Context: an optimization exercise on an open-source flow, tuned for a short achievable clock period and few clock cycles. The choices shown serve that exercise and are no tape-out recipe.
The RTL was checked by simulation tests, not by an equivalence proof against the original design.
Power and IR drop assume default switching activity.

## v6
==> flow/design.v (excerpt) <==
module cpuTop #(
	parameter isaPkg::word_t resetPc = '0
) (
	input wire clk,
	input wire rst,
	input wire isaPkg::word_t instr,
	output isaPkg::word_t instrAddr,
	output isaPkg::word_t dataAddr,
	output isaPkg::word_t dataWrData,
	output logic dataWrite,
	output logic dataRead,
	input wire isaPkg::word_t dataRdData
);
clock: 10.0 ns
lec_check: 0
abc_clock_period_in_ps: 2500
cap_margin: 20
core_margin: 2
core_utilization: 55
setup_slack_margin: 5
slew_margin: 20
tns_end_percent: 100
standard.sh (not shown) runs the stock make flow with config.mk's settings and CLKGATE_MAP_FILE= SYNTH_SCRIPT=/design/flow/synth_recipe.tcl, a recipe that flattens the netlist after the stock synthesis.
==> flow/flow/run.sh <==
#!/bin/bash
# The standard ORFS layout, with these changes to how it is made:
# - adders are left to ABC (no full/half adder cell extraction, which builds
#   ripple chains); registers are mapped exactly as in the standard synthesis;
# - ports are still each given a buffer, but a plain buf_4 rather than the
#   delay-cell buffer buffer_ports picks by default.
set -euo pipefail
export BUFFER_PORTS_ARGS="-buffer_cell sky130_fd_sc_hd__buf_4"
bash standard.sh SETUP_SLACK_MARGIN=7 ADDER_MAP_FILE= finish > standard_flow.log 2>&1
Testbench counts of v6, summed over its fixed seeds: cycles 107,722.
Inputs modified between v6 and v7:
- CORE_UTILIZATION changed from 55 to 40
Per the comparison of v7 with v6, clock distribution power went down, post-route worst setup slack fell 0.047 ns, number of remaining DRC errors shows no meaningful change, total power after layout dropped about 3%.

========
cpuTop, a different RTL version from the one above (not shown whole).
For scale: ~2600 cells after synthesis, about 380 flip-flops, about 84 I/O pins, about 24000 um2 of cells after synthesis.
Design cpuTop, start of the top module:
module cpuTop #(
	parameter isaPkg::word_t resetPc = '0
) (
	input wire clk,
	input wire rst,
	input wire isaPkg::word_t instr,
	output isaPkg::word_t instrAddr,
	output isaPkg::word_t dataAddr,
	output isaPkg::word_t dataWrData,
	output logic dataWrite,
	output logic dataRead,
	input wire isaPkg::word_t dataRdData
);
make LEC_CHECK=0 ABC_CLOCK_PERIOD_IN_PS=2500 CAP_MARGIN=20 CORE_MARGIN=2 CORE_UTILIZATION=40 SETUP_SLACK_MARGIN=5 SLEW_MARGIN=20 TNS_END_PERCENT=100 finish   # period 10.0 ns
run.sh (not shown) runs the stock make flow with config.mk's settings and CLKGATE_MAP_FILE= SYNTH_SCRIPT=/design/flow/synth_recipe.tcl, a recipe that flattens the netlist after the stock synthesis.
Stock flow here: none of the scripts above is used.
Testbench counts at the start, summed over its fixed seeds: cycles 108,629.
Next try:
==> flow/flow/run.sh (new file) <==
#!/bin/bash
set -euo pipefail
bash standard.sh SETUP_SLACK_MARGIN=7 finish > standard_flow.log 2>&1
==> flow/standard.sh (new file) <==
#!/bin/bash
# synth_recipe.tcl (not shown) runs the flow's synth.tcl, then flattens the netlist and writes it again
# the make line also repeats each setting of config.mk as NAME=value (left out here)
make -C /OpenROAD-flow-scripts/flow DESIGN_CONFIG=/design/flow/config.mk WORK_HOME=/design/flow/orfs CLKGATE_MAP_FILE= SYNTH_SCRIPT=/design/flow/synth_recipe.tcl "${@:-finish}"
removed: flow/run.sh
=>
- cell area went up by 17%
- count of clock-buffer cells in the layout went down by 6
- setup slack is better by 1.3 ns
- synthesized area does not change
- synthesized cell count stays the same
- wire length went up by 12%
- power went up by 27%
- fmax went up by 34%
- non-clock buffer count went up by 241
- first-iteration DRC count went down by 0.60%

========
v52:
Another version of the RTL of cpuTop (not shown whole).
Size: about 84 I/O pins, roughly 45000 µm² of cells after synthesis.
export LEC_CHECK = 0
export ABC_CLOCK_PERIOD_IN_PS = 2500
export CAP_MARGIN = 20
export CORE_MARGIN = 2
export CORE_UTILIZATION = 50
export SETUP_SLACK_MARGIN = 5
export SLEW_MARGIN = 20
export TNS_END_PERCENT = 100
create_clock -name core_clock -period 10.0 [get_ports {clk}]
standard.sh (not shown) runs the stock make flow with config.mk's settings and CLKGATE_MAP_FILE= SYNTH_SCRIPT=/design/flow/synth_recipe.tcl, a recipe that flattens the netlist after the stock synthesis.
==> flow/flow/run.sh <==
#!/bin/bash
# The standard ORFS layout, with these changes to how it is made:
# - adders are left to ABC (no full/half adder cell extraction, which builds
#   ripple chains); registers are mapped exactly as in the standard synthesis;
# - ports are still each given a buffer, but a plain buf_4 rather than the
#   delay-cell buffer buffer_ports picks by default.
set -euo pipefail
export BUFFER_PORTS_ARGS="-buffer_cell sky130_fd_sc_hd__buf_4"
bash standard.sh SETUP_SLACK_MARGIN=7 ADDER_MAP_FILE= finish > standard_flow.log 2>&1
Having completed the whole flow, v52 delivered a layout that passed the timing, DRC and antenna checks.
Testbench counts of v52, summed over its fixed seeds: cycles 107,086.
Here is what was changed in the inputs of v13 compared with v52.
-- flow/config.mk --
<<< v52, line 10
export CORE_MARGIN = 2
export CORE_UTILIZATION = 50
export SETUP_SLACK_MARGIN = 5
>>> v13, line 10
export CORE_MARGIN = 2
export CORE_UTILIZATION = 60
export SETUP_SLACK_MARGIN = 5
### Flow results
Complete run, failing final checks: v13, reason max-capacitance violations, max-slew violations. v13 ended up with a lower area growth from synthesis to layout than v52 did. Global-route total usage across every layer was lower in the run labelled v52. [compare] base=v52 new=v13: setup slack higher; power share of the combinational group lower; layout cell share with drive strength beyond 1 lower. The die area of v13 was superior to that of v52. v13 vs v52 on core area: v13 is the lower one. Core utilization ends up higher on v13. Count of clock-buffer cells in the layout for v13: 1.3% up relative to v52. Final critical-path required period | v13 below v52. Re boundary pin count: no difference whatsoever between v52 and v13.
diff inputs: v13 => v23
-- flow/config.mk --
<<< v13, line 10
export CORE_MARGIN = 2
export CORE_UTILIZATION = 60
export SETUP_SLACK_MARGIN = 5
>>> v23, line 10
export CORE_MARGIN = 2
export CORE_UTILIZATION = 40
export SETUP_SLACK_MARGIN = 5
==> comparison <==
v23 finished every step from synthesis to the final layout, and the layout passed the timing, DRC and antenna checks. Summary of v23 over v13: layout filler cell count higher, headroom to the max-slew limit higher. Setup WNS v13 -> v23: worse. Delta (v23 minus v13): die area moved up, setup slack of the worst register-to-register path picked up an extra 0.15 ns, number of iterations in the first detailed-routing pass lower, total chip power moved up. The worst setup path startpoint comes out pcF[1] in one run and pcF[2] in the other, namely in v23 and v13 respectively.

afterwards: timing with drivers on the ports:
No port has a modelled driver above. Below, the same layouts with a new extraction and two added sets of constraints.
Step 1 (the two cells are an assumption about what drives the block):
set clk [get_ports {clk}]
set_driving_cell -lib_cell sky130_fd_sc_hd__clkbuf_16 $clk
set_driving_cell -lib_cell sky130_fd_sc_hd__buf_2 [delete_from_list [all_inputs] $clk]
Step 2, shift: input delay + t, output delay - t, t = (earliest + latest rising clock arrival at the registers) / 2. This alone moves slack from input paths to output paths.
Slacks: ideal / step 1 / step 2; pairs: ideal / step 1.
| run | shift t [ns] | setup slack, ns | cell pins on the clock port's net |
|---|---|---|---|
| v6 | 0.758 | 6.747 / 6.672 / 6.162 | 1 |
| v7 | 0.768 | 6.701 / 6.622 / 6.408 | 1 |
| the first run of note 2 | 0.665 | 4.945 / 4.945 / 4.945 | 1 |
| the second run of note 2 | 0.679 | 6.215 / 6.215 / 6.080 | 1 |
| v52 | 0.766 | 6.683 / 6.612 / 6.342 | 1 |
| v13 | 0.761 | 6.702 / 6.630 / 6.385 | 1 |
| v23 | 0.791 | 6.617 / 6.548 / 6.293 | 1 |
For v6, which loses most, drivers alone change the setup slack by -0.075 ns; drivers and shift together by -0.585 ns.
